Context: an optimization exercise on an open-source flow, tuned for small area. The choices shown serve that exercise and are no tape-out recipe.
Where RTL was checked, it was by simulation tests only, not by an equivalence proof against the original.
Power and IR drop assume default switching activity.

run 1:
## keypad_top
module keypad_top
(
    input  logic        clk,
    input  logic        reset,
    input  logic [4:0]  btn,             
    output logic [6:0]  selection,
    output logic [261:0] expr_out,
    output logic        expr_valid,
    output logic        expr_complete
);
Size in the first run: roughly 210 flip-flops, ~280 I/O pins, about 9800 sq um of cells after synthesis.
export LEC_CHECK = 0
export CAP_MARGIN = 20
export CORE_MARGIN = 2
export CORE_UTILIZATION = 25
export GPL_TIMING_DRIVEN = 0
export PLACE_DENSITY = 0.95
export SLEW_MARGIN = 20
create_clock -name core_clock -period 5.0 [get_ports {clk}]
standard.sh (not shown) runs the stock make flow with config.mk's settings and CLKGATE_MAP_FILE= SYNTH_SCRIPT=/design/flow/synth_recipe.tcl, a recipe that flattens the netlist after the stock synthesis.
==> flow/flow/run.sh <==
#!/bin/bash
# Standard ORFS layout with changes that only affect cell area:
#  - synthesis maps logic with an area-oriented ABC script and without the
#    adder-cell extraction (same registers, same names and cell types);
#  - port buffers are the smallest buffer;
#  - a lighter clock tree (no dummy loads, small clusters of clkbuf_4).
set -o pipefail
cp -r "$FLOW_HOME/scripts" ./scripts_area
printf 'strash\n&get -n\n&deepsyn -T 120\n&nf -R 1000 -p\n&put\ntopo\n' > scripts_area/abc_speed.script
export BUFFER_PORTS_ARGS="-buffer_cell sky130_fd_sc_hd__buf_1"
export CTS_ARGS="-sink_clustering_enable -repair_clock_nets -dont_use_dummy_load -buf_list {sky130_fd_sc_hd__clkbuf_4} -sink_clustering_size 10 -sink_clustering_max_diameter 40"
export REMOVE_ABC_BUFFERS=1
SCRIPTS_DIR=$PWD/scripts_area ADDER_MAP_FILE= bash standard.sh synth > synth.log 2>&1 || exit 1
bash standard.sh > layout.log 2>&1
Run 1 was carried through to the last stage, and its layout satisfied the timing, design-rule and antenna checks.
### run 1 -> run 2
diff --git a/flow/config.mk b/flow/config.mk
--- a/flow/config.mk
+++ b/flow/config.mk
@@ -11,3 +11,3 @@
 export GPL_TIMING_DRIVEN = 0
-export PLACE_DENSITY = 0.95
+export PLACE_DENSITY = 0.8
 export SLEW_MARGIN = 20
[summary]
Re post-place setup slack: run 2 is 0.026 ns up on run 1.
From run 2 to run 1, number of sequential cells did not move at all.
From run 1 to run 2, post-synthesis sequential element count did not move at all.
Run 2 — worst reg2reg path depth 1 lower, run 1 as reference
Between run 1 and run 2, via count decreased.
Setup changes, run 2 to run 3
diff --git a/flow/config.mk b/flow/config.mk
--- a/flow/config.mk
+++ b/flow/config.mk
@@ -9,5 +9,4 @@
 export CORE_MARGIN = 2
-export CORE_UTILIZATION = 25
+export CORE_UTILIZATION = 20
 export GPL_TIMING_DRIVEN = 0
-export PLACE_DENSITY = 0.8
 export SLEW_MARGIN = 20
Notes after the runs:
- Number of nets in the layout went up slightly going from run 2 to run 3.
- | share of the clock period used by the worst path after layout | higher: run 2 |
- Of run 3 and run 2, it is run 3 that has the higher filler cell count.
- Relative to run 2, the final core utilization of run 3 is lower by 4.9 points.
- In the metrics for run 3 and run 2, the one carrying the higher global-route usage is run 2.
- Die area: run 3 higher than run 2
- Per the comparison of run 3 with run 2, routed wire length +about 5%, share of final-layout standard cells stronger than drive strength 1 +1.1 points, routing usage on met1 -2.3 points, sum of routed wire segments on met1 +420 um.
> inputs changed (run 3 -> run 4)
diff --git a/flow/config.mk b/flow/config.mk
--- a/flow/config.mk
+++ b/flow/config.mk
@@ -9,4 +9,5 @@
 export CORE_MARGIN = 2
-export CORE_UTILIZATION = 20
+export CORE_UTILIZATION = 30
 export GPL_TIMING_DRIVEN = 0
+export PLACE_DENSITY = 0.9
 export SLEW_MARGIN = 20
### Flow results
In summary, run 4 completed successfully, with a layout that passed the timing, design-rule and antenna checks.
sky130_fd_sc_hd__o22ai_1 as the standard cell with the maximum stage delay on the critical path was reported by run 3, and sky130_fd_sc_hd__dfxtp_1 by run 4.
Looking only at switching share of power, and setting everything else aside, the higher value of run 3 and run 4 goes to run 3.
[compare] base=run 3 new=run 4: length of routed wiring on met1 decreased 15%, worst reg2reg path depth saw a decrease, sequential share of layout area picked up an extra 2.1 points.
Run 4: power share of the clock group 3.3 points below run 3
Compared with run 3, run 4 instantiates a smaller number of standard cells.
Power (run 4 / run 3): 0.948
Run 4 vs. run 3: clock transition at the register clock pins on the worst setup and hold paths after CTS essentially unchanged, proportion of power drawn by combinational gates barely changed.
Across both runs, utilization was higher for run 4 than for run 3.
Summary of the comparison: part of the cycle the worst path needs is lower in run 4, relative to run 3.
No run of this note included a check of the RTL's function; only the layout flow was run.


== old ==
keypad_top, a different RTL version from the one above (not shown whole).
Size: roughly 210 flip-flops, roughly 280 I/O pins, about 10000 um^2 of cells after synthesis.
Settings: LEC_CHECK=0, CAP_MARGIN=20, CORE_MARGIN=2, CORE_UTILIZATION=20, GPL_TIMING_DRIVEN=0, SLEW_MARGIN=20; clock period 5.0 ns.
==> flow/flow/run.sh <==
#!/bin/bash
# Standard ORFS layout with three changes that only affect cell area:
#  - synthesis maps logic with an area-oriented ABC script (same registers);
#  - port buffers are the smallest buffer;
#  - a lighter clock tree (no dummy loads, small clusters of clkbuf_4).
set -o pipefail
cp -r "$FLOW_HOME/scripts" ./scripts_area
printf 'strash\nifraig\nscorr\ndc2\nstrash\ndch -f\nmap -a\ntopo\n' > scripts_area/abc_speed.script
export BUFFER_PORTS_ARGS="-buffer_cell sky130_fd_sc_hd__buf_1"
export CTS_ARGS="-sink_clustering_enable -repair_clock_nets -dont_use_dummy_load -buf_list {sky130_fd_sc_hd__clkbuf_4} -sink_clustering_size 10 -sink_clustering_max_diameter 40"
export REMOVE_ABC_BUFFERS=1
SCRIPTS_DIR=$PWD/scripts_area bash standard.sh synth > synth.log 2>&1 || exit 1
bash standard.sh > layout.log 2>&1
--- input diff old..new ---
-- flow/flow/run.sh --
<<< old, line 2
# Standard ORFS layout with three changes that only affect cell area:
#  - synthesis maps logic with an area-oriented ABC script (same registers);
>>> new, line 2
# Standard ORFS layout with changes that only affect cell area:
#  - synthesis maps logic with an area-oriented ABC script and without the
#    adder-cell extraction (same registers, same names and cell types);
<<< old, line 8
printf 'strash\nifraig\nscorr\ndc2\nstrash\ndch -f\nmap -a\ntopo\n' > scripts_area/abc_speed.script
>>> new, line 9
printf 'strash\n&get -n\n&deepsyn -T 30\n&put\ndch -f\nmap -a\ntopo\n' > scripts_area/abc_speed.script
<<< old, line 12
SCRIPTS_DIR=$PWD/scripts_area bash standard.sh synth > synth.log 2>&1 || exit 1
>>> new, line 13
SCRIPTS_DIR=$PWD/scripts_area ADDER_MAP_FILE= bash standard.sh synth > synth.log 2>&1 || exit 1
Findings:
Compared with old, new shows number of buffers outside the clock class in the layout that has gone down slightly. Taking old as the reference, in new count of clock-buffer cells in the layout now sits lower, sequential power now sits lower, worst reg-to-reg setup slack now sits lower, fraction of power spent switching nets now sits lower, width of the die now sits lower.

[port drivers added, routing unchanged]
Ports are ideal in the flow. The routed layouts listed here were re-timed in OpenROAD.
Step 1, drivers: a clkbuf_16 drives clk and a buf_2 each remaining input, both assumed.
Step 2 adds t to the input delays and takes it off the output delays; t is the mean of the earliest and latest rising clock arrival at the registers after step 1. Input paths then give back, and output paths get back, about the clock's delay inside the block.
Slacks: ideal ports / drivers / drivers and shift; pairs: ideal ports / drivers.
| run | t (ns) | setup WS [ns] | hold WS [ns] |
|---|---|---|---|
| run 1 | 0.694 | 1.648 / 1.648 / 1.648 | 0.446 / 0.446 / 0.446 |
| run 2 | 0.714 | 1.573 / 1.573 / 1.573 | 0.477 / 0.477 / 0.477 |
| run 3 | 0.702 | 1.616 / 1.616 / 1.616 | 0.493 / 0.493 / 0.493 |
| run 4 | 0.668 | 1.718 / 1.718 / 1.718 | 0.452 / 0.452 / 0.452 |
| old | 0.698 | 0.475 / 0.475 / 0.475 | 0.456 / 0.456 / 0.456 |
| new | 0.696 | 0.442 / 0.442 / 0.442 | 0.473 / 0.473 / 0.473 |
After both steps every run listed still meets setup and hold.
